Source: an optimization exercise on an open RTL-to-GDS flow (aim: small area, a short achievable clock period and few clock cycles per item). Production flows keep margins and buffers that such runs may drop. At most, simulation tests tie the RTL to the original design; equivalence was not proved. Function not checked in run 4: the RTL went through the layout flow alone.

### flow/flow/run.sh
#!/bin/bash
# The standard layout with larger clock-sink clusters (fewer clock buffers);
# timing repair aims 9.7 ns beyond the required setup slack and works on the
# worst 10% of endpoints.
bash standard.sh SETUP_SLACK_MARGIN=9.7 TNS_END_PERCENT=10 CTS_CLUSTER_SIZE=25 CTS_CLUSTER_DIAMETER=150 finish > standard.log 2>&1
### flow/standard.sh
#!/bin/bash
# synth_recipe.tcl (not shown) runs the flow's synth.tcl, then flattens the netlist and writes it again
# the make line also repeats each setting of config.mk as NAME=value (left out here)
make -C /OpenROAD-flow-scripts/flow DESIGN_CONFIG=/design/flow/config.mk WORK_HOME=/design/flow/orfs CLKGATE_MAP_FILE= SYNTH_SCRIPT=/design/flow/synth_recipe.tcl "${@:-finish}"
### flow/config.mk
export PLATFORM = sky130hd
export DESIGN_NAME = ifft8_stream
export DESIGN_NICKNAME = ifft8_stream
export VERILOG_FILES = /design/flow/design.v
export SDC_FILE = /design/flow/constraint.sdc
export NUM_CORES = 4
export LEC_CHECK = 0
export ABC_AREA = 1
export CAP_MARGIN = 20
export CORE_MARGIN = 2
export CORE_UTILIZATION = 40
export SLEW_MARGIN = 20
### flow/constraint.sdc
create_clock -name core_clock -period 14.0 [get_ports {clk}]
set_input_delay 2.8000 -clock core_clock [delete_from_list [all_inputs] [get_ports {clk}]]
set_output_delay 2.8000 -clock core_clock [all_outputs]
set_load 0.01 [all_outputs]
### flow/design.v
package fft_pkg;
    localparam int FFT_DW = 16;
    localparam int FFT_TW = 16;
    typedef enum logic [1:0] {LOAD, COMPUTE, UNLOAD} state_t;
    typedef struct packed {
        logic signed [15:0] re;
        logic signed [15:0] im;
    } tw_q14_t;
    function automatic tw_q14_t ifft_twiddle(input logic [1:0] t);
        tw_q14_t w;
        case (t)
            2'd0:    w = {16'sd16384, 16'sd0};
            2'd1:    w = {16'sd11585, 16'sd11585};
            2'd2:    w = {16'sd0, 16'sd16384};
            default: w = {-16'sd11585, 16'sd11585};
        endcase
        ifft_twiddle = w;
    endfunction
    function automatic logic [2:0] bitrev3(input logic [2:0] k);
        bitrev3 = {k[0], k[1], k[2]};
    endfunction
endpackage
module fft_bfly #(
    parameter int DW = 16,
    parameter int TW = 16
) (
    input  logic signed [DW-1:0] a_re,
    input  logic signed [DW-1:0] a_im,
    input  logic signed [DW-1:0] b_re,
    input  logic signed [DW-1:0] b_im,
    input  logic signed [TW-1:0] w_re,
    input  logic signed [TW-1:0] w_im,
    output logic signed [DW-1:0] x_re,
    output logic signed [DW-1:0] x_im,
    output logic signed [DW-1:0] y_re,
    output logic signed [DW-1:0] y_im
);
    localparam int PW = DW + TW + 1;
    localparam int SW = DW + 2;
    localparam logic signed [PW-1:0] RND  = PW'(1) <<< (TW - 3);
    localparam logic signed [SW-1:0] SMAX = SW'(2 ** (DW - 1) - 1);
    localparam logic signed [SW-1:0] SMIN = SW'(-(2 ** (DW - 1)));
    function automatic logic signed [DW-1:0] half_sat(input logic signed [SW-1:0] s);
        logic signed [SW-1:0] h;
        h = s >>> 1;
        if (h > SMAX)      half_sat = DW'(SMAX);
        else if (h < SMIN) half_sat = DW'(SMIN);
        else               half_sat = DW'(h);
    endfunction
    logic signed [PW-1:0] prod_re, prod_im, rnd_re, rnd_im;
    logic signed [SW-1:0] p_re, p_im;
    always_comb begin
        prod_re = PW'(b_re) * PW'(w_re) - PW'(b_im) * PW'(w_im);
        prod_im = PW'(b_re) * PW'(w_im) + PW'(b_im) * PW'(w_re);
        rnd_re  = (prod_re + RND) >>> (TW - 2);
        rnd_im  = (prod_im + RND) >>> (TW - 2);
        p_re    = SW'(rnd_re);
        p_im    = SW'(rnd_im);
        x_re    = half_sat(SW'(a_re) + p_re);
        x_im    = half_sat(SW'(a_im) + p_im);
        y_re    = half_sat(SW'(a_re) - p_re);
        y_im    = half_sat(SW'(a_im) - p_im);
    end
endmodule
module ifft8_stream #(
    parameter int DW = fft_pkg::FFT_DW,
    parameter int TW = fft_pkg::FFT_TW
) (
    input  logic                 clk,
    input  logic                 rst,
    input  logic                 in_valid,
    output logic                 in_ready,
    input  logic signed [DW-1:0] in_re,
    input  logic signed [DW-1:0] in_im,
    output logic                 out_valid,
    input  logic                 out_ready,
    output logic signed [DW-1:0] out_re,
    output logic signed [DW-1:0] out_im,
    output logic                 out_last,
    output logic                 busy
);
    function automatic logic [15:0] hs(input logic [17:0] s);
        if (s[17] != s[16]) hs = s[17] ? 16'h8000 : 16'h7fff;
        else                hs = s[16:1];
    endfunction
    function automatic logic [63:0] csa(input logic [31:0] a, input logic [31:0] b,
                                        input logic [31:0] c);
        csa = {a ^ b ^ c, ((a & b) | (a & c) | (b & c)) << 1};
    endfunction
    function automatic logic [16:0] kmul(input logic [17:0] v, input logic k8191);
        logic [31:0] x, t13, t6, s1, c1, s2, c2, s3, c3, s4, c4, t;
        x   = {{14{v[17]}}, v};
        t13 = (x << 13) | 32'h1fff;
        t6  = (x << 6) | {31'd0, ~k8191};
        {s1, c1} = csa(t13, x << 11, x << 10);
        {s2, c2} = csa(x << 8, t6, x);
        {s3, c3} = csa(s1, c1, s2);
        {s4, c4} = csa(s3, c3, c2);
        t = s4 + c4;
        kmul = t[30:14];
    endfunction
    logic [31:0] inq;
    logic        v_q, in_ready_q, busy_q;
    logic [31:0] d0, d1, d2, d3;       
    logic [2:0]  fp;                   
    logic [2:0]  r;                    
    logic [32:0] p0;                   
    logic        pv0;
    logic [31:0] e0, e1;
    logic        te0, te1;             
    logic [2:0]  pos1;
    logic [31:0] p1;
    logic        pv1;
    logic [2:0]  posP;
    logic [16:0] pu, pv;
    logic        pmul, pP;
    logic [17:0] xop;                  
    logic        xk;                   
    logic [16:0] qu, qv, mu, mv;
    logic        qmul, pQ, pM;
    logic [31:0] g;
    logic        tg;
    logic [2:0]  pos2;
    logic [31:0] wq;
    logic        wvq;
    logic [31:0] sr0, sr1, sr2;
    logic        sv0, sv1, sv2, sl0, sl1, sl2;
    logic [2:0]  pos3;
    logic [32:0] oreg, skid;
    logic        ovalid, skid_valid;
    logic fill, step, consume, drain, blk1, blk2, go1, go2;
    assign fill    = ~fp[2];
    assign step    = ~skid_valid;
    assign consume = step & v_q;
    assign drain   = step & ~v_q & fill & (r != 3'd0);
    assign blk1    = pos1[1] & ~pv0;
    assign blk2    = pos2[0] & ~pM;
    assign go1     = step & ~blk1;
    assign go2     = step & ~blk2;
    logic [16:0] s0_sr, s0_si, s0_dr, s0_di, nrot;
    logic [32:0] s0_out;
    logic        s0_rot;
    always_comb begin
        s0_sr = {d3[31], d3[31:16]} + {inq[31], inq[31:16]};
        s0_si = {d3[15], d3[15:0]}  + {inq[15], inq[15:0]};
        s0_dr = {d3[31], d3[31:16]} - {inq[31], inq[31:16]};
        s0_di = {d3[15], d3[15:0]}  - {inq[15], inq[15:0]};
        s0_rot = (r == 3'd1) | (r == 3'd2);
        nrot   = 17'd0 - {d3[15], d3[15:0]};
        if (!fill)       s0_out = {s0_sr[16], s0_sr[16:1], s0_si[16:1]};
        else if (s0_rot) s0_out = {nrot, d3[31:16]};
        else             s0_out = {d3[31], d3};
    end
    logic [17:0] s1_sr, s1_dr;
    logic [16:0] s1_si, s1_di;
    logic [31:0] s1x, s1y;
    always_comb begin
        s1_sr = {{2{e1[31]}}, e1[31:16]} + {p0[32], p0[32:16]};
        s1_dr = {{2{e1[31]}}, e1[31:16]} - {p0[32], p0[32:16]};
        s1_si = {e1[15], e1[15:0]} + {p0[15], p0[15:0]};
        s1_di = {e1[15], e1[15:0]} - {p0[15], p0[15:0]};
        s1x = {s1_sr[16:1], s1_si[16:1]};
        s1y = {s1_dr[16:1], s1_di[16:1]};
    end
    logic        t1, t2, t3, n_mul;
    logic [16:0] re17, im17, ua, ub, va, vb;
    logic [17:0] usum, vsum;
    always_comb begin
        t2   = posP[0] & ~posP[2] & posP[1];
        t1   = posP[0] & posP[2] & ~posP[1];
        t3   = posP[0] & posP[2] & posP[1];
        n_mul = pv1 & (t1 | t3);
        re17 = {p1[31], p1[31:16]};
        im17 = {p1[15], p1[15:0]};
        ua   = t2 ? 17'd0 : re17;
        ub   = t1 ? ~im17 : ((t2 | t3) ? im17 : 17'd0);
        va   = (t1 | t2 | t3) ? re17 : im17;
        vb   = t1 ? im17 : (t3 ? ~im17 : 17'd0);
        usum = {ua, 1'b1} + {ub, t1};
        vsum = {va, 1'b1} + {vb, t3};
    end
    logic [16:0] kprod;
    always_comb kprod = kmul(xop, xk);
    logic        swp;
    logic [17:0] s2_sr, s2_dr, s2_si, s2_di;
    logic [15:0] h_sr, h_dr;
    logic [31:0] s2x, s2y, w2;
    logic        wv2;
    always_comb begin
        swp   = pos2[1];
        s2_sr = {{2{g[31]}}, g[31:16]} + {mu[16], mu};
        s2_dr = {{2{g[31]}}, g[31:16]} - {mu[16], mu};
        s2_si = {{2{g[15]}}, g[15:0]}  + {mv[16], mv};
        s2_di = {{2{g[15]}}, g[15:0]}  - {mv[16], mv};
        h_sr  = hs(s2_sr);
        h_dr  = hs(s2_dr);
        s2x = {swp ? h_dr : h_sr, hs(s2_si)};
        s2y = {swp ? h_sr : h_dr, hs(s2_di)};
        w2  = pos2[0] ? s2x : g;
        wv2 = pos2[0] ? pM : tg;
    end
    logic        direct;
    logic [31:0] ow, tw;
    logic        ov, ol, tv, tl, push;
    always_comb begin
        direct = wvq & ((pos3 == 3'd4) | (pos3 == 3'd6));
        ow = direct ? wq : sr2;
        ov = direct ? 1'b1 : sv2;
        ol = direct ? 1'b0 : sl2;
        tw = direct ? sr2 : wq;
        tv = direct ? sv2 : wvq;
        tl = direct ? sl2 : (wvq & (pos3 == 3'd7));
        push = step & ov;
    end
    logic take_ok, accept, v_q_d, skid_valid_d;
    always_comb begin
        take_ok      = ~ovalid | out_ready;
        accept       = in_valid & in_ready_q;
        v_q_d        = accept | (v_q & ~consume);
        skid_valid_d = take_ok ? 1'b0 : (skid_valid | push);
    end
    always_ff @(posedge clk) begin
        in_ready_q <= ~(v_q_d & skid_valid_d);
        busy_q     <= v_q_d & skid_valid_d;
        if (accept) inq <= {in_re, in_im};
        if (consume) begin
            d3 <= d2; d2 <= d1; d1 <= d0;
            d0 <= fill ? inq : {s0_dr[16:1], s0_di[16:1]};
        end else if (drain) begin
            if (r >= 3'd2) d3 <= d2;
            if (r >= 3'd3) d2 <= d1;
            if (r >= 3'd4) d1 <= d0;
        end
        if (step) begin
            p0   <= s0_out;
            p1   <= pos1[1] ? s1x : e1;
            pu   <= usum[17:1];
            pv   <= vsum[17:1];
            pmul <= n_mul;
            xop  <= n_mul ? {usum[17], usum[17:1]} : {pv[16], pv};
            xk   <= n_mul & t3;
            qu   <= pmul ? kprod : pu;
            qv   <= pv;
            qmul <= pmul;
            mu   <= qu;
            mv   <= qmul ? kprod : qv;
            wq   <= w2;
            sr2 <= sr1; sr1 <= sr0; sr0 <= tw;
        end
        if (go1 & (pv0 | te0)) e1 <= e0;
        if (go1 & pv0) e0 <= pos1[1] ? s1y : p0[31:0];
        if (go2 & pM) g <= pos2[0] ? s2y : {mu[15:0], mv[15:0]};
        if (take_ok) oreg <= skid_valid ? skid : {ol, ow};
        else if (push) skid <= {ol, ow};
    end
    always_ff @(posedge clk or posedge rst) begin
        if (rst) begin
            v_q <= 1'b0;
            fp <= '0; r <= '0; pv0 <= 1'b0;
            te0 <= 1'b0; te1 <= 1'b0; pos1 <= '0; pv1 <= 1'b0;
            posP <= '0; pP <= 1'b0; pQ <= 1'b0; pM <= 1'b0;
            tg <= 1'b0; pos2 <= '0; wvq <= 1'b0;
            sv0 <= 1'b0; sv1 <= 1'b0; sv2 <= 1'b0;
            sl0 <= 1'b0; sl1 <= 1'b0; sl2 <= 1'b0;
            pos3 <= '0;
            ovalid <= 1'b0; skid_valid <= 1'b0;
        end else begin
            v_q        <= v_q_d;
            skid_valid <= skid_valid_d;
            if (take_ok) ovalid <= skid_valid | push;
            if (consume) begin
                fp <= fp + 3'd1;
                if (fp == 3'd7)          r <= 3'd4;
                else if (r != 3'd0)      r <= r - 3'd1;
            end else if (drain) begin
                r <= r - 3'd1;
            end
            if (step) begin
                pv0  <= fill ? (r != 3'd0) : v_q;
                pv1  <= pos1[1] ? pv0 : te1;
                pP   <= pv1;
                if (pv1) posP <= posP + 3'd1;
                pQ   <= pP;
                pM   <= pQ;
                wvq  <= wv2;
                sv2 <= sv1; sv1 <= sv0; sv0 <= tv;
                sl2 <= sl1; sl1 <= sl0; sl0 <= tl;
                if (wvq) pos3 <= pos3 + 3'd1;
            end
            if (go1) begin
                te1 <= te0;
                te0 <= pv0 & pos1[1];
                if (pv0) pos1 <= pos1 + 3'd1;
            end
            if (go2) begin
                tg <= pM & pos2[0];
                if (pM) pos2 <= pos2 + 3'd1;
            end
        end
    end
    assign in_ready  = in_ready_q;
    assign busy      = busy_q;
    assign out_valid = ovalid;
    assign out_last  = oreg[32];
    assign out_re    = oreg[31:16];
    assign out_im    = oreg[15:0];
endmodule
==> notes.md, run 1 <==
The placed instances occupy a cell area of 43,400 µm². The worst hold path begins at d2[20]. The nature of the critical path endpoint is an output pin. After technology mapping, the gate count stands at 4,624. Entering global routing, the biggest net connects 97 pins.

Cells with a size suffix above 1 make up 4.40% of the layout. When the netlist entered floorplanning its net count stood at 5,009. On the worst path, the slowest cell contributes a delay of 0.54 ns.

For the number of global-route vias before repair, the log shows 29,700. Clock-pin slew was measured on the worst setup and hold paths at 0.11 ns. In this design, the largest share of critical-path delay is due to buffers and inverters. The placement row count was 118; the register-to-register setup slack was 9.86 ns. The initial utilization of the core area, before any placement, comes to 40.2%. The combined buffer and inverter count along the critical path was 1. Setup slack closes at 9.64 ns.

Leaving out fill and tap cells, the most frequent cells in the layout are 1,145 x sky130_fd_sc_hd__nand2_1, 637 x sky130_fd_sc_hd__edfxtp_1, 550 x sky130_fd_sc_hd__inv_1. The run gives 0 as the leftover overflow at the end of global routing. The final design instance area without fill is 44,600 µm². The minimum setup slack after placement came out at 9.31 ns. The number of warnings reported in the yosys synthesis log was 1.

TritonCTS built the clock tree. The global-route wire length before repair is 168,000 µm. Traced cell by cell, the critical path runs through clkdlybuf4s50_1.

The routed wire length per instance was 17.6 µm; the number of register bits inferred by synthesis was 673. The clock latency at the later pin of the worst-skew pair is 0.66 ns, and the synthesis-to-layout area growth is 7.70%. The highest-delay cell along the critical path was sky130_fd_sc_hd__clkdlybuf4s50_1. In this run the critical register-to-register path is launched from xop[12].

The maximum clock insertion buffer count is 3. At the pin with the least slew margin, the transition time is 1.05 ns. Area inside the core boundary: 103,000 µm². The repair_antennas step left the layout with diodes totalling 0. The minimum clock period after layout is 4.36 ns, and the final hold slack is 0.406 ns.

For this run, design rule violations remaining after detail routing come to 0. In this run the remaining antenna-violating nets after routing total 0. The initial antenna violation count came out at 0.

The number of slew-limit violations in the final report is 0, and the all-layer global routing usage is 19.7%. The tools report the CTS H-tree depth as 1. Dividing the detail-routed via count by the number of cells gives 5.11. The arrival time of the worst setup path is 1.56 ns. The tools report the count of hold-fix buffers inserted at cts as 0. The type of the tightest min-delay check is flop to flop. Largest fanout on the critical path: 1. Setup repair after global routing could not meet its margin everywhere. The final setup TNS was 0 ns. The tool flagged a number of max-cap violations equal to 0.

The flow ran to the end and the layout has no timing, DRC or antenna violations. On the final layout, the worst clock skew is 0.0209 ns. The worst setup path is launched from a flop.

Measured along the x axis, the die boundary spans 326 µm. After synthesis, flip-flops and latches occupy 48.4% of the total area. The total CTS buffers was 31. The final hold violation count is 0, and the number of I/O port buffers is 71.

The run gives 41,400 µm² as the cell area after technology mapping. Startpoint-to-endpoint class of the critical path: flop to output pin.

The worst register-to-register path has a depth of 16. The logs give 72 for the I/O pin count and 80,300 µm for the final HPWL from detailed placement. The critical register-to-register path endpoint was qu[10].

For this design, the sink count on the clock tree is 673. The tools report the root buffer cell as sky130_fd_sc_hd__clkbuf_16. The number of placed instances, taps included, is 5,956.

Dividing the final minimum period by the clock period gives 31.1%. The path with the worst hold slack has its endpoint at d3[20]. The final non-filler cell total is 6,043.

The floorplan step defined a die boundary enclosing 106,000 µm². The final-report setup violation count is 0. The routed layout has 30,900 vias. Based on the critical path, the design can be clocked at up to 229 MHz. The iteration count of the initial detailed-routing pass is 6, and the data required time at the worst endpoint is 11.20 ns.

In this run the tightest slew margin relative to its limit is 29.1%. The congestion estimate from routability-driven global placement came to 0.931. Along the worst hold path, the cell count comes to 0.

The total wire length after detailed routing is 107,000 µm. The average instance in the mapped netlist occupies 8.95 µm². The die height is 326 µm, and the number of nets in the layout is 5,023. Synthesis instantiated 58 different standard cells from the library. The number of DRC violations after detailed-routing iteration 0 was 2,736. Leaving out fill and tap cells, the most frequent cell in the layout is sky130_fd_sc_hd__nand2_1.
-- cells in the mapped netlist (all sizes together) --
| library cell | count | area share, % |
|---|---|---|
| a211o | 1 | 0.021 |
| a211oi | 4 | 0.073 |
| a21boi | 11 | 0.20 |
| a21o | 9 | 0.16 |
| a21oi | 316 | 3.9 |
| a22oi | 7 | 0.14 |
| a31oi | 57 | 0.86 |
| and2 | 8 | 0.12 |
| and3 | 1 | 0.015 |
| buf | 56 | 0.85 |
| clkbuf | 89 | 0.81 |
| clkinv | 4 | 0.036 |
| dfrtp | 34 | 2.1 |
| dfxtp | 2 | 0.097 |
| edfxtp | 637 | 46 |
| fa | 73 | 3.5 |
| ha | 276 | 8.3 |
| inv | 571 | 5.2 |
| mux2 | 1 | 0.027 |
| nand2 | 1182 | 11 |
| nand3 | 306 | 3.9 |
| nand3b | 9 | 0.16 |
| nand4 | 27 | 0.41 |
| nor2 | 308 | 2.8 |
| nor3 | 47 | 0.58 |
| nor4 | 7 | 0.11 |
| o2111ai | 2 | 0.042 |
| o211ai | 8 | 0.15 |
| o21a | 10 | 0.18 |
| o21ai | 378 | 4.6 |
| o21bai | 22 | 0.40 |
| o221ai | 3 | 0.063 |
| o22ai | 23 | 0.35 |
| o311ai | 1 | 0.021 |
| o31ai | 12 | 0.22 |
| o41ai | 1 | 0.021 |
| or2 | 21 | 0.32 |
| xnor2 | 12 | 0.25 |
| xor2 | 88 | 1.9 |
-- routing by layer --
metal	up-vias	part of all wire [%]	global-route usage (%)	wire length (µm)
met1	14600	44	25.7	46900
met3	119	3.3	1.50	3540
met5	-	0	0	0
met4	0	2.6	4.64	2720
li1	15600	-	-	-
met2	622	50	35.6	53400
-- final cells by class --
cell class	count	area (µm²)
clock buffer	54	872
inverter	575	2170
timing repair buffer	126	1160
tap	1380	1730
sequential	673	20000
multi-input combinational	3231	18600
clock inverter	4	41.3
fill	10200	58500
-- stage by stage --
step                util [%]
detailed placement      42.1
finish                  43.3
global route            43.3
global placement        42.1
CTS                     43.0
floorplan                  -
-- cells by family after synthesis --
logic type                 Yosys count  synth area share, %
buffers and inverters              720                 6.87
adders and majority gates          349                 11.9
and+or+nand+nor                   1916                 19.4
DFF                                673                 48.4
muxes                                1               0.0272
xor gates and xnor gates           100                 2.12
AOI/OAI and AO/OA                  865                 11.4
-- worst reg2reg max path: cells and delay by family (launching register included) --
| family | cells | cell delay, ns |
|---|---|---|
| AO/OA/AOI/OAI | 1 | 0.10 |
| AND/OR/NAND/NOR | 8 | 1.05 |
| flip-flops | 1 | 0.47 |
| buffers and inverters | 3 | 0.31 |
| adder cells (fa/ha/maj) | 4 | 1.95 |
-- worst max path at each step --
stage                       to  slack [ns]  cells after the start       from
floorplan              skid[0]        8.74                      3  out_ready
global placement      skid[27]        9.28                      6  out_ready
detailed placement    skid[27]        9.31                      6  out_ready
CTS                 out_re[14]        9.57                      1   oreg[30]
global route         out_re[8]        9.58                      1   oreg[24]
finish              out_re[10]        9.64                      1   oreg[26]
-- sequential cells by signal (all words and copies together) (netlist names), 32 cells and up --
| signal | count |
|---|---|
| sr2 | 32 |
| oreg | 33 |
| d1 | 32 |
| e0 | 32 |
| d2 | 32 |
| g | 32 |
| wq | 32 |
| d0 | 32 |
| skid | 33 |
| sr0 | 32 |
| d3 | 32 |
| sr1 | 32 |
| p0 | 33 |
| e1 | 32 |
| p1 | 32 |
| inq | 32 |
-- what timing repair did --
action,4_1_cts,5_1_grt
gates resized for setup,1,3
buffers inserted,2,26
hold endpoints to repair,0,0
setup endpoints to repair,52,60
Testbench counts, summed over its fixed seeds: cycles 4,240, frames 512.
==> run 2: changes to the inputs <==
==> flow/flow/run.sh (replaced) <==
#!/bin/bash
# The standard layout with larger clock-sink clusters (fewer clock buffers);
# timing repair aims 10.3 ns beyond the required setup slack and works on the
# worst 10% of endpoints.
bash standard.sh SETUP_SLACK_MARGIN=10.3 TNS_END_PERCENT=10 CTS_CLUSTER_SIZE=25 CTS_CLUSTER_DIAMETER=150 finish > standard.log 2>&1
==> notes.md, run 2 <==
The number of register bits inferred by synthesis was 673 (unchanged); the share of the synthesized area in the top cell type was 46.2% (unchanged). The final weighted congestion of routability-driven global placement was 0.937 (+0.58%); the stage delay of the slowest cell on the critical path was 0.36 ns (-0.18 ns). The worst max-slew margin expressed relative to the limit is 34.5% (+5.4 points). The residual DRC count is 0 (unchanged).

Number of global-route vias before repair: 30,100 (+1.4%). For the number of slew-limit violations in the final report, the log shows 0 (unchanged). The routed wire length per instance was 17.6 µm (-0.32%). The CTS H-tree depth was 1 (unchanged). The number of nets in the layout was 5,075 (+1.0%). The iteration count of the initial detailed-routing pass is 6 (unchanged), and the all-layer global routing usage is 19.6% (-0.13 points). The fraction of registers with async set or reset after synthesis works out to 5.05% (unchanged).

The startpoint-to-endpoint class of the critical path is flop to output pin. The mean area per synthesized cell came out at 8.95 µm² (unchanged). The tools report the number of antenna cells inserted as 0 (unchanged).

The logs give 5,009 (unchanged) for the post-synthesis net count and 45,600 µm² (+2.4%) for the final design instance area without fill. The most frequent cell after synthesis is sky130_fd_sc_hd__nand2_1. The number of DRC violations after detailed-routing iteration 0 came out at 2,323 (-15%).

For the area inside the core boundary, the log shows 103,000 µm² (unchanged). The tools report the count of clock tree sinks as 673 (unchanged). The signal on the critical path passes through clkdlybuf4s15_2. The logs give 0.69 ns (+0.03 ns) for the clock latency at the later pin of the worst-skew pair and 0 (unchanged) for the count of maximum capacitance violations. The family with the most delay on the worst path was flip-flops. STA classifies the critical path endpoint as an output pin.

The post-detailed-route count of antenna-violating nets is 0 (unchanged), and the cell area after technology mapping is 41,400 µm² (unchanged). The final hold violation count is 0 (unchanged). The flip-flop cell with the highest count after synthesis was sky130_fd_sc_hd__edfxtp_1. The total vias in the final route is 31,200 (+0.91%).

The worst setup path is launched from a flop. The average via count per standard cell was 5.12 (about the same); the number of warnings reported in the yosys synthesis log was 1 (unchanged). The largest registers in the layout are oreg (33), p0 (33), skid (33). Sorting the synthesized cells by area gives the leading types as sky130_fd_sc_hd__edfxtp_1 46%, sky130_fd_sc_hd__nand2_1 10%, sky130_fd_sc_hd__ha_1 8.3%.

In this run the critical register-to-register path is launched from xop[14]. The run gives 0 (unchanged) as the leftover overflow at the end of global routing. Leaving out fill and tap cells, the most frequent cells in the layout are 1,116 x sky130_fd_sc_hd__nand2_1, 637 x sky130_fd_sc_hd__edfxtp_1, 529 x sky130_fd_sc_hd__inv_1. The tools report the largest clock skew in the final design as 0.0286 ns (+0.00774 ns). The cell type with the largest total area after synthesis is sky130_fd_sc_hd__edfxtp_1. The total wire length after detailed routing is 107,000 µm (+0.54%), and the largest fanout on the critical path is 1 (unchanged).

Setup repair after global routing could not meet its margin everywhere. The number of I/O port buffers was 71 (unchanged). For the highest clock frequency the design can meet, the log shows 246 MHz (+7.1%). The count of flip-flops with a built-in enable after synthesis works out to 637 (unchanged).

Critical register-to-register path endpoint: mv[15]. The flow ran to the end and the layout has no timing, DRC or antenna violations. The final setup TNS is 0 ns (unchanged), and the clock edge transition at the registers on the reported setup and hold paths is 0.11 ns (about the same). The arrival time of the worst setup path was 1.27 ns (-0.29 ns). The global-route wire length before repair is 166,000 µm (-0.87%), and the minimum clock period after layout is 4.07 ns (-0.290 ns). The transition time of the tightest slew-check pin is 0.982 ns (-0.0715 ns), and the die height is 326 µm (unchanged). The total CTS buffers came out at 31 (unchanged). The placement row count is 118 (unchanged). TritonCTS built the clock tree.

The hold path startpoint was e0[27]. The logs give 43,400 µm² (about the same) for the placed instance area and 3 (unchanged) for the maximum clock insertion buffer count. Highest-delay cell along the critical path: sky130_fd_sc_hd__edfxtp_1.

The combined buffer and inverter count along the critical path works out to 1 (unchanged). The effective utilization at floorplan is 40.2% (unchanged). The final critical-path share of the clock period is 29.1% (-2.1 points).

For the portion of the post-synthesis area used by sequential elements, the log shows 48.4% (unchanged). Clock tree synthesis selected as its root buffer the cell sky130_fd_sc_hd__clkbuf_16. The final HPWL from detailed placement came out at 79,500 µm (-0.97%). By count the netlist is led by 1,145 x sky130_fd_sc_hd__nand2_1, 637 x sky130_fd_sc_hd__edfxtp_1, 553 x sky130_fd_sc_hd__inv_1. The largest net degree at the start of global routing was 87 (-10%).

The path with the worst hold slack has its endpoint at e1[27]. The register-to-register setup slack was 10.03 ns (+0.17 ns); the count of different cell masters after synthesis was 58 (unchanged). The logs give 0 (unchanged) for the final-report setup violation count and 106,000 µm² (unchanged) for the total die area. The tools report the data required time at the worst endpoint as 11.20 ns (about the same). The count of mapped cells out of synthesis was 4,624 (unchanged); the depth of the worst register-to-register path was 17 (+1). The die span in x came out at 326 µm (unchanged).

Synthesis-to-layout area growth: 10.2%. The library cell used most frequently in the layout, excluding fill and tap cells, is sky130_fd_sc_hd__nand2_1. The number of fill cells was 10,100 (-0.93%); the initial antenna violation count was 0 (unchanged). The worst hold path belongs to the class flop to flop. The count of cells along the worst hold path is 0 (unchanged), and the share of post-route cells with drive strength above 1 is 9.14% (+4.7 points). The I/O pin count came out at 72 (unchanged).
-- run 2: cell counts after synthesis --
Identical to the previous run, type by type.
-- run 2: routing by layer --
| metal | GRT usage (%) | up-vias | share of wire [%] |
|---|---|---|---|
| met5 | 0 | - | 0 |
| met4 | 6.03 | 0 | 3.4 |
| met3 | 1.67 | 146 | 3.3 |
| met2 | 35.0 | 641 | 50 |
| met1 | 25.1 | 14700 | 44 |
| li1 | - | 15700 | - |
-- run 2: worst max-delay path by stage --
stage                         start  slack [ns]          to  cells after the start
after CTS                  oreg[26]        9.87  out_re[10]                      1
final                      oreg[22]        9.93   out_re[6]                      1
after detailed placement  out_ready        9.31    skid[30]                      6
after global routing       oreg[26]        9.88  out_re[10]                      1
after floorplan           out_ready        9.26     skid[0]                      3
after global placement    out_ready        9.32    skid[24]                      6
-- run 2: cell type report --
| type | count | area [µm²] | area share, % |
|---|---|---|---|
| sequential | 673 | 20000 | 43.9 |
| multi-input combinational | 3231 | 19400 | 42.5 |
| inverter | 575 | 2180 | 4.78 |
| tap | 1380 | 1730 | 3.78 |
| timing repair buffer | 177 | 1390 | 3.04 |
| clock buffer | 54 | 872 | 1.91 |
| clock inverter | 4 | 53.8 | 0.118 |
| timing repair inverter | 1 | 5.00 | 0.0110 |
-- run 2: repair_timing --
action,in CTS,in global routing
resized for setup,142,223
buffers inserted,3,78
hold endpoints to repair,0,0
cloned,0,1
pin swaps,0,95
hold buffers,0,0
setup endpoints to repair,207,227
-- run 2: per-stage QoR --
stage               util (%)  hold slack, ns  cells  setup slack, ns
global placement        42.1           0.400   5955             9.32
floorplan                  -           0.400   4624             9.26
CTS                     42.9           0.419   6016             9.87
global route            44.3           0.427   6095             9.88
detailed placement      42.1           0.405   5955             9.31
finish                  44.3           0.416   6095             9.93
-- run 2: logic make-up after synthesis --
| family | count (synthesis) | synth area share [%] |
|---|---|---|
| buffers and inverters | 720 | 6.87 |
| AOI/OAI and AO/OA | 865 | 11.4 |
| xor gates and xnor gates | 100 | 2.12 |
| adders and majority gates | 349 | 11.9 |
| and+or+nand+nor | 1916 | 19.4 |
| DFF | 673 | 48.4 |
| muxes | 1 | 0.0272 |
==> run 3: changes to the inputs <==
==> flow/flow/run.sh (replaced) <==
#!/bin/bash
# The standard layout with larger clock-sink clusters (fewer clock buffers);
# timing repair aims 10 ns beyond the required setup slack and works on the
# worst 20% of endpoints.
bash standard.sh SETUP_SLACK_MARGIN=10 TNS_END_PERCENT=20 CTS_CLUSTER_SIZE=25 CTS_CLUSTER_DIAMETER=150 finish > standard.log 2>&1
==> notes.md, run 3 <==
The number of register bits inferred by synthesis was 673 (unchanged). The stage delay of the slowest cell on the critical path was 0.38 ns (+0.02 ns). The number of warnings reported in the yosys synthesis log is 1 (unchanged), and the count of clock tree sinks is 673 (unchanged).

The effective utilization at floorplan was 40.2% (unchanged). The first element of the critical path was oreg[20]. The share of the synthesized area in the top cell type was 46.2% (unchanged). Minimum clock period after layout: 4.07 ns (-0.00213 ns).

The tools report the leftover overflow at the end of global routing as 0 (unchanged). The largest net degree at the start of global routing is 97 (+11%). The highest-delay cell along the critical path is sky130_fd_sc_hd__edfxtp_1. The minimum setup slack after placement was 9.31 ns (-0.00125 ns).

The arrival time of the worst setup path was 1.27 ns (about the same). The clock edge transition at the registers on the reported setup and hold paths works out to 0.11 ns (about the same). The tools report the number of nets in the layout as 5,049 (-0.51%). The largest clock skew in the final design is 0.0193 ns (-0.00932 ns). The number of antenna cells inserted is 0 (unchanged).

The timing endpoint of the critical path was out_re[4]. The clock latency at the later pin of the worst-skew pair is 0.66 ns (-0.03 ns). For the number of DRC violations after detailed-routing iteration 0, the log shows 2,595 (+12%).

The run gives 0 (unchanged) as the number of slew-limit violations in the final report. The total CTS buffers is 31 (unchanged), and the final HPWL from detailed placement is 80,300 µm (+0.98%). The number of I/O port buffers is 71 (unchanged), and the iteration count of the initial detailed-routing pass is 5 (-1). The depth of the worst register-to-register path works out to 16 (-1). The post-synthesis net count was 5,009 (unchanged).

Flip-flop cell with the highest count after synthesis: sky130_fd_sc_hd__edfxtp_1. The tools report the final design instance area without fill as 45,000 µm² (-1.3%). The worst setup path is captured at an output pin. Routed wire length per instance: 17.7 µm (+0.61%). The run finished with no timing, DRC or antenna violations. The tools report the count of maximum capacitance violations as 0 (unchanged). The most common cell after layout, fill and taps aside is sky130_fd_sc_hd__nand2_1. Among all cell types in the netlist, the one instantiated most often is sky130_fd_sc_hd__nand2_1.

The die span in x is 326 µm (unchanged). Share of post-route cells with drive strength above 1: 6.93% (-2.2 points). The final weighted congestion of routability-driven global placement is 0.931 (-0.58%), and the transition time of the tightest slew-check pin is 0.985 ns (+0.00287 ns). Placement row count: 118 (unchanged). For the footprint of the flip-flops and latches, the log shows 20,000 µm² (about the same). The total die area was 106,000 µm² (unchanged); the count of flip-flops with a built-in enable after synthesis was 637 (unchanged). The tools report the footprint of the multi-input gates as 19,000 µm² (-2.2%). The min-delay analysis places its worst path in the category flop to flop. The die height is 326 µm (unchanged), and the all-layer global routing usage is 19.8% (+0.22 points). The residual DRC count is 0 (unchanged).

The total vias in the final route was 31,000 (-0.51%). The highest clock frequency the design can meet is 246 MHz (about the same). The largest registers in the layout are oreg (33), p0 (33), skid (33). For the area inside the core boundary, the log shows 103,000 µm² (unchanged).

Final-report setup violation count: 0 (unchanged). TritonCTS built the clock tree. The logs give 0 ns (unchanged) for the final setup TNS and 29,900 (-0.83%) for the number of global-route vias before repair. In the post-synthesis netlist, the biggest area contributors are sky130_fd_sc_hd__edfxtp_1 46%, sky130_fd_sc_hd__nand2_1 10%, sky130_fd_sc_hd__ha_1 8.3%. Mean area per synthesized cell: 8.95 µm² (unchanged).

The maximum clock insertion buffer count is 3 (unchanged). The placed instance area came out at 43,400 µm² (about the same). The cell type with the largest total area after synthesis is sky130_fd_sc_hd__edfxtp_1.

The final critical-path share of the clock period was 29.0% (about the same); the count of mapped cells out of synthesis was 4,624 (unchanged). For the initial antenna violation count, the log shows 0 (unchanged). The total wire length after detailed routing was 107,000 µm (+0.18%); the cell depth of the worst setup path was 1 (unchanged). Clock tree synthesis selected as its root buffer the cell sky130_fd_sc_hd__clkbuf_16. Walking the worst path, the cells encountered are clkdlybuf4s15_2. In this run the critical register-to-register path is launched from xop[8].

The data required time at the worst endpoint is 11.20 ns (about the same). The critical path is of the flop to output pin type.

The worst max-slew margin expressed relative to the limit was 33.7% (-0.80 points); the global-route wire length before repair was 168,000 µm (+1.4%). The logs give 1 (unchanged) for the CTS H-tree depth and 0 (unchanged) for the count of hold-fix buffers inserted at cts. The fraction of registers with async set or reset after synthesis is 5.05% (unchanged), and the worst setup slack after layout is 9.93 ns (+0.00213 ns).

The number of fill cells is 10,200 (+0.54%). For the I/O pin count, the log shows 72 (unchanged). Setup repair after global routing could not meet its margin everywhere.

The largest fanout on the critical path is 1 (unchanged), and the combined buffer and inverter count along the critical path is 1 (unchanged). Relative to the synthesized area, the layout overhead comes to 8.77%. Final hold violation count: 0 (unchanged). The average via count per standard cell was 5.11 (about the same).

The worst setup path is launched from a flop. The count of different cell masters after synthesis is 58 (unchanged). After synthesis, the most frequently instantiated cells are 1,145 x sky130_fd_sc_hd__nand2_1, 637 x sky130_fd_sc_hd__edfxtp_1, 553 x sky130_fd_sc_hd__inv_1. The portion of the post-synthesis area used by sequential elements is 48.4% (unchanged). The cell area after technology mapping was 41,400 µm² (unchanged); the register-to-register setup slack was 10.03 ns (about the same). In this design, the largest share of critical-path delay is due to flip-flops. Leaving out fill and tap cells, the most frequent cells in the layout are 1,138 x sky130_fd_sc_hd__nand2_1, 637 x sky130_fd_sc_hd__edfxtp_1, 545 x sky130_fd_sc_hd__inv_1. The critical register-to-register path endpoint is qu[5]. Post-detailed-route count of antenna-violating nets: 0 (unchanged).
==> run 3: cell counts after synthesis <==
No cell type changed its count.
==> run 3: what timing repair did <==
item / in CTS / in global routing
cloned: 0 / 1
pin swaps: 1 / 25
resized for setup: 136 / 93
buffers inserted: 31 / 22
setup endpoints to repair: 64 / 134
==> run 3: layout make-up <==
class | count | area share [%]
Clock buffer | 54 | 1.94
Clock inverter | 4 | 0.0917
Inverter | 575 | 4.83
Multi-Input combinational cell | 3231 | 42.1
Sequential cell | 673 | 44.5
Tap cell | 1380 | 3.83
Timing Repair Buffer | 151 | 2.73
Timing Repair inverter | 1 | 0.0111
==> run 3: through the flow <==
stage / hold slack (ns) / util [%] / std cells
after floorplan: 0.400 / - / 4624
after global placement: 0.400 / 42.1 / 5956
after CTS: 0.417 / 43.2 / 6045
after detailed placement: 0.405 / 42.1 / 5956
final: 0.407 / 43.7 / 6069
after global routing: 0.427 / 43.7 / 6069
==> run 3: kinds of logic (layout without fill, tap and decap cells) <==
kind of cell             count (synthesis)  after routing  share of synthesized area, %
buffers and inverters                  720            785                          6.87
AO/OA/AOI/OAI                          865            865                          11.4
multiplexers                             1              1                        0.0272
adder cells (fa/ha/maj)                349            349                          11.9
AND/OR/NAND/NOR                       1916           1916                          19.4
XOR/XNOR                               100            100                          2.12
flip-flops                             673            673                          48.4
==> run 3: how the worst min path moves through the flow <==
stage                     cells after the start  slack [ns]  startpoint  endpoint
final                                         0        0.41      d2[20]    d3[20]
after global routing                          0        0.43       d1[7]     d2[7]
after CTS                                     0        0.42      d2[20]    d3[20]
after detailed placement                      0        0.40      d0[14]    d1[14]
after global placement                        0        0.40       d1[7]     d2[7]
after floorplan                               0        0.40       d0[0]     d1[0]
==> run 3: layer usage <==
layer  part of all wire (%)  vias to the layer above  track usage, %
li1                       -                    15600               -
met3                    3.1                      113            1.51
met5                      0                        -               0
met4                    2.5                        0            4.64
met1                     44                    14700            25.8
met2                     50                      589            35.8
==> run 4: changes to the inputs <==
--- a/flow/design.v
+++ b/flow/design.v
@@ -100,6 +100,6 @@
         kmul = t[30:14];
     endfunction
-    logic [31:0] inq;
-    logic        v_q, in_ready_q, busy_q;
+    logic [31:0] xin;
+    logic        xin_v, in_ready_q, busy_q;
     logic [31:0] d0, d1, d2, d3;       
     logic [2:0]  fp;                   
@@ -132,6 +132,8 @@
     assign fill    = ~fp[2];
     assign step    = ~skid_valid;
-    assign consume = step & v_q;
-    assign drain   = step & ~v_q & fill & (r != 3'd0);
+    assign xin     = {in_re, in_im};
+    assign xin_v     = in_valid;
+    assign consume = step & xin_v;
+    assign drain   = step & ~xin_v & fill & (r != 3'd0);
     assign blk1    = pos1[1] & ~pv0;
     assign blk2    = pos2[0] & ~pM;
@@ -142,8 +144,8 @@
     logic        s0_rot;
     always_comb begin
-        s0_sr = {d3[31], d3[31:16]} + {inq[31], inq[31:16]};
-        s0_si = {d3[15], d3[15:0]}  + {inq[15], inq[15:0]};
-        s0_dr = {d3[31], d3[31:16]} - {inq[31], inq[31:16]};
-        s0_di = {d3[15], d3[15:0]}  - {inq[15], inq[15:0]};
+        s0_sr = {d3[31], d3[31:16]} + {xin[31], xin[31:16]};
+        s0_si = {d3[15], d3[15:0]}  + {xin[15], xin[15:0]};
+        s0_dr = {d3[31], d3[31:16]} - {xin[31], xin[31:16]};
+        s0_di = {d3[15], d3[15:0]}  - {xin[15], xin[15:0]};
         s0_rot = (r == 3'd1) | (r == 3'd2);
         nrot   = 17'd0 - {d3[15], d3[15:0]};
@@ -213,18 +215,15 @@
         push = step & ov;
     end
-    logic take_ok, accept, v_q_d, skid_valid_d;
+    logic take_ok, skid_valid_d;
     always_comb begin
         take_ok      = ~ovalid | out_ready;
-        accept       = in_valid & in_ready_q;
-        v_q_d        = accept | (v_q & ~consume);
         skid_valid_d = take_ok ? 1'b0 : (skid_valid | push);
     end
     always_ff @(posedge clk) begin
-        in_ready_q <= ~(v_q_d & skid_valid_d);
-        busy_q     <= v_q_d & skid_valid_d;
-        if (accept) inq <= {in_re, in_im};
+        in_ready_q <= ~skid_valid_d;
+        busy_q     <= skid_valid_d;
         if (consume) begin
             d3 <= d2; d2 <= d1; d1 <= d0;
-            d0 <= fill ? inq : {s0_dr[16:1], s0_di[16:1]};
+            d0 <= fill ? xin : {s0_dr[16:1], s0_di[16:1]};
         end else if (drain) begin
             if (r >= 3'd2) d3 <= d2;
@@ -256,5 +255,4 @@
     always_ff @(posedge clk or posedge rst) begin
         if (rst) begin
-            v_q <= 1'b0;
             fp <= '0; r <= '0; pv0 <= 1'b0;
             te0 <= 1'b0; te1 <= 1'b0; pos1 <= '0; pv1 <= 1'b0;
@@ -266,5 +264,4 @@
             ovalid <= 1'b0; skid_valid <= 1'b0;
         end else begin
-            v_q        <= v_q_d;
             skid_valid <= skid_valid_d;
             if (take_ok) ovalid <= skid_valid | push;
@@ -277,5 +274,5 @@
             end
             if (step) begin
-                pv0  <= fill ? (r != 3'd0) : v_q;
+                pv0  <= fill ? (r != 3'd0) : xin_v;
                 pv1  <= pos1[1] ? pv0 : te1;
                 pP   <= pv1;
==> flow/flow/run.sh (replaced) <==
#!/bin/bash
# The standard layout; timing repair aims 10 ns beyond the required setup
# slack and works on the worst 10% of endpoints.
bash standard.sh SETUP_SLACK_MARGIN=10 TNS_END_PERCENT=10 finish > standard.log 2>&1
--- a/flow/config.mk
+++ b/flow/config.mk
@@ -6,5 +6,4 @@
 export NUM_CORES = 4
 export LEC_CHECK = 0
-export ABC_AREA = 1
 export CAP_MARGIN = 20
 export CORE_MARGIN = 2
==> notes.md, run 4 <==
The flow ran to the end and the layout has no timing, DRC or antenna violations. The tools report the footprint of the flip-flops and latches as 19,000 µm² (-4.9%). The number of I/O port buffers is 71 (unchanged), and the final critical-path share of the clock period is 32.0% (+3.0 points). Setup repair after global routing could not meet its margin everywhere. The all-layer global routing usage is 17.8% (-2.0 points). The synthesis-to-layout area growth came out at 16.8%.

The family with the most delay on the worst path is adder cells. The number of fill cells is 8,518 (-16%). The number of register bits inferred by synthesis came out at 640 (-4.9%).

The tools report the count of clock tree sinks as 640 (-4.9%). The share of the synthesized area in the top cell type is 47.2% (+1.0 points). The total die area was 98,700 µm² (-7.0%); the largest fanout on the critical path was 4 (+3). The footprint of the multi-input gates is 19,100 µm² (+0.95%), and the cell area after technology mapping is 38,500 µm² (-7.0%). The number of warnings reported in the yosys synthesis log is 1 (unchanged). The logs give 0 (unchanged) for the final hold violation count and 0.62 ns (-0.04 ns) for the clock latency at the later pin of the worst-skew pair.

STA classifies the critical path endpoint as a flop. The run gives 40.4% (+0.27 points) as the effective utilization at floorplan.

The tools report the iteration count of the initial detailed-routing pass as 5 (unchanged). Among all stages on the critical path, the largest delay is contributed by sky130_fd_sc_hd__fa_1. Leaving out fill and tap cells, the most frequent cells in the layout are 605 x sky130_fd_sc_hd__edfxtp_1, 240 x sky130_fd_sc_hd__nand2_1, 240 x sky130_fd_sc_hd__ha_1. The tools report the total vias in the final route as 25,600 (-17%).

The cell count after placement is 4,615 (-23%), and the number of nets in the layout is 3,935 (-22%). Post-synthesis net count: 3,779 (-25%). The final setup TNS came out at 0 ns (unchanged). The number of slew-limit violations in the final report is 0 (unchanged). Mean area per synthesized cell: 11.3 µm² (+27%).

Counting stages on the worst path, the most repeated cell is sky130_fd_sc_hd__fa_1. The largest registers in the layout are oreg (33), p0 (33), skid (33).

Traced cell by cell, the critical path runs through buf_6 > fa_1 > fa_1 > fa_1 > ha_4 > a21o_1 > nor4_4 > a211oi_4 > o21ai_2 > nand2_2 > a311oi_2 > buf_4 > xnor2_4 > mux2_4. The maximum clock insertion buffer count was 3 (unchanged); the clock edge transition at the registers on the reported setup and hold paths was 0.06 ns (-0.05 ns). For the highest clock frequency the design can meet, the log shows 223 MHz (-9.3%). The number of DRC violations after detailed-routing iteration 0 is 1,663 (-36%), and the final non-filler cell total is 4,871 (-20%). The arrival time of the worst setup path is 4.84 ns (+3.57 ns). The type of the tightest min-delay check is flop to flop. The die height is 314 µm (-3.5%). By instance count, the leading cell after synthesis is sky130_fd_sc_hd__edfxtp_1.

The count of maximum capacitance violations was 0 (unchanged). The count of flip-flops with a built-in enable after synthesis is 605 (-5.0%). Minimum clock period after layout: 4.48 ns (+0.417 ns). After synthesis, the most frequently instantiated cells are 605 x sky130_fd_sc_hd__edfxtp_1, 276 x sky130_fd_sc_hd__ha_1, 264 x sky130_fd_sc_hd__inv_1. The most used flip-flop cell after synthesis is sky130_fd_sc_hd__edfxtp_1. The global-route wire length before repair was 140,000 µm (-17%); the initial antenna violation count was 2 (+2).

The tools report the total CTS buffers as 69 (+120%). The tools report the post-detailed-route count of antenna-violating nets as 0 (unchanged). The total wire length after detailed routing was 89,000 µm (-17%).

The die span in x came out at 314 µm (-3.5%). The portion of the post-synthesis area used by sequential elements is 49.5% (+1.1 points). The leftover overflow at the end of global routing is 0 (unchanged), and the routed wire length per instance is 18.3 µm (+3.4%).

The run gives 32.4% (-1.3 points) as the worst max-slew margin expressed relative to the limit. The tools report the count of different cell masters after synthesis as 93 (+60%).

The run gives 0.889 (-4.5%) as the final weighted congestion of routability-driven global placement. The combined buffer and inverter count along the critical path came out at 2 (+1). The library cell used most frequently in the layout, excluding fill and tap cells, is sky130_fd_sc_hd__edfxtp_1.

TritonCTS built the clock tree. The tools report the CTS H-tree depth as 3 (+2). The tools report the largest net degree at the start of global routing as 173 (+78%). The transition time of the tightest slew-check pin came out at 1.01 ns (+0.0287 ns).

The number of global-route vias before repair came out at 25,400 (-15%). The logs give 0 (unchanged) for the final-report setup violation count and 61,400 µm (-23%) for the final HPWL from detailed placement. The placement row count was 113 (-4.2%); the area inside the core boundary was 95,200 µm² (-7.7%).

The data required time at the worst endpoint came out at 14.36 ns (+3.16 ns). The kind of start point of the critical path is a flop. Share of post-route cells with drive strength above 1: 18.2% (+11 points). The setup path with the least slack is of type flop to flop. Sorting the synthesized cells by area gives the leading types as sky130_fd_sc_hd__edfxtp_1 47%, sky130_fd_sc_hd__ha_1 9.0%, sky130_fd_sc_hd__mux2_2 4.7%. The average via count per standard cell was 5.25 (+2.8%); the count of mapped cells out of synthesis was 3,394 (-27%).

The I/O pin count is 72 (unchanged). CTS placed an instance of sky130_fd_sc_hd__clkbuf_16 at the clock tree root. The fraction of registers with async set or reset after synthesis was 5.16% (+0.10 points). The stage delay of the slowest cell on the critical path is 0.57 ns (+0.19 ns). Of all cell types, the one taking the most synthesized area is sky130_fd_sc_hd__edfxtp_1. The residual DRC count is 0 (unchanged).

The run gives 0.0175 ns (-0.00180 ns) as the largest clock skew in the final design.
==> run 4: changes by cell type in the layout (fill, tap and decap cells not counted), moves of 157 or more <==
cell / previous run / this run
sky130_fd_sc_hd__nand2_1: 1138 / 240
sky130_fd_sc_hd__nand3_1: 296 / 40
sky130_fd_sc_hd__o21ai_0: 360 / 176
sky130_fd_sc_hd__mux2_2: 1 / 158
sky130_fd_sc_hd__xnor2_1: 12 / 179
sky130_fd_sc_hd__inv_1: 545 / 224
==> run 4: layer usage <==
| layer | GRT usage [%] | vias to the layer above | routed length (µm) |
|---|---|---|---|
| met3 | 2.62 | 179 | 3030 |
| met2 | 30.7 | 469 | 43900 |
| met5 | 0 | - | 23 |
| li1 | - | 12600 | - |
| met1 | 22.8 | 12400 | 39000 |
| met4 | 6.09 | 4 | 3090 |
==> run 4: final timing paths <==
kind,startpoint,to,slack (ns),cells after the start
worst max register to register,xop[6],mv[15],9.52,14
min in group asynchronous,rst,skid_valid,2.59,3
worst max-delay path,xop[6],mv[15],9.52,14
max in group asynchronous,rst,posP[2],11.01,3
worst min register to register,sr0[11],sr1[11],0.41,0
worst min-delay path,sr0[11],sr1[11],0.41,0
==> run 4: stage by stage <==
step                utilization [%]  setup slack, ns  hold slack [ns]  area, µm²
floorplan                         -             8.32            0.400      38500
global placement               42.6             8.04            0.401      40500
detailed placement             42.6             8.01            0.405      40500
CTS                            46.6             9.48            0.410      44300
global route                   47.2             9.39            0.412      44900
finish                         47.2             9.52            0.409      44900
==> run 4: cell families after synthesis <==
family / count (synthesis) / synth area share, %
simple gates: 774 / 9.33
compound gates: 788 / 13.3
buf+inv: 404 / 4.01
xor+xnor: 239 / 5.44
fa+ha+maj: 352 / 12.9
flops: 640 / 49.5
mux: 197 / 5.65
==> run 4: area by class of cell <==
type | instances | area share [%]
timing repair buffer | 221 | 4.37
inverter | 265 | 2.29
clock inverter | 32 | 0.791
sequential | 640 | 42.4
multi-input combinational | 2353 | 42.6
tap | 1265 | 3.52
antenna | 1 | 0.00557
clock buffer | 94 | 4.05
==> run 4: what timing repair did <==
| action | CTS | global route |
|---|---|---|
| cloned | 3 | 0 |
| endpoints found under the setup margin | 270 | 248 |
| gates resized for setup | 279 | 90 |
| hold buffers | 0 | 0 |
| buffers inserted | 101 | 25 |
| pin swaps | 98 | 43 |
==> run 4: worst register-to-register path: stages, from the launching register on <==
cell	delay, ns
sky130_fd_sc_hd__edfxtp_1	0.44
sky130_fd_sc_hd__buf_6	0.16
sky130_fd_sc_hd__fa_1	0.56
sky130_fd_sc_hd__fa_1	0.46
sky130_fd_sc_hd__fa_1	0.57
sky130_fd_sc_hd__ha_4	0.22
sky130_fd_sc_hd__a21o_1	0.23
sky130_fd_sc_hd__nor4_4	0.35
sky130_fd_sc_hd__a211oi_4	0.14
sky130_fd_sc_hd__o21ai_2	0.21
sky130_fd_sc_hd__nand2_2	0.11
sky130_fd_sc_hd__a311oi_2	0.21
sky130_fd_sc_hd__buf_4	0.20
sky130_fd_sc_hd__xnor2_4	0.09
sky130_fd_sc_hd__mux2_4	0.27

[re-timing with driven ports]
Ports are ideal in the flow. The routed layouts listed here were re-timed in OpenROAD. Step 1 sets driving cells, clkbuf_16 on the clock port and buf_2 on the other inputs (assumed; they add their load-dependent delay and slew). Step 2, shift: input delay + t, output delay - t, t = (earliest + latest rising clock arrival at the registers) / 2. This alone moves slack from input paths to output paths. Three values: ideal ports, drivers, drivers and shift; two values: the first two.
run | t, ns | slack for setup (ns) | hold slack, ns | clock arrival spread, ns | pins driven straight from the clock port
run 1 | 0.714 | 9.643 / 9.577 / 9.336 | 0.406 / 0.406 / 0.406 | 0.025 / 0.025 | 1
run 2 | 0.742 | 9.933 / 9.865 / 9.373 | 0.416 / 0.416 / 0.416 | 0.033 / 0.033 | 1
run 3 | 0.715 | 9.935 / 9.870 / 9.344 | 0.407 / 0.407 / 0.407 | 0.027 / 0.026 | 1
run 4 | 0.678 | 9.518 / 9.518 / 8.860 | 0.409 / 0.409 / 0.409 | 0.018 / 0.018 | 1
After both steps setup and hold are still met in every run listed. The setup slack of run 4, which loses most, moves by 0.000 ns with the drivers and by -0.658 ns with both steps.
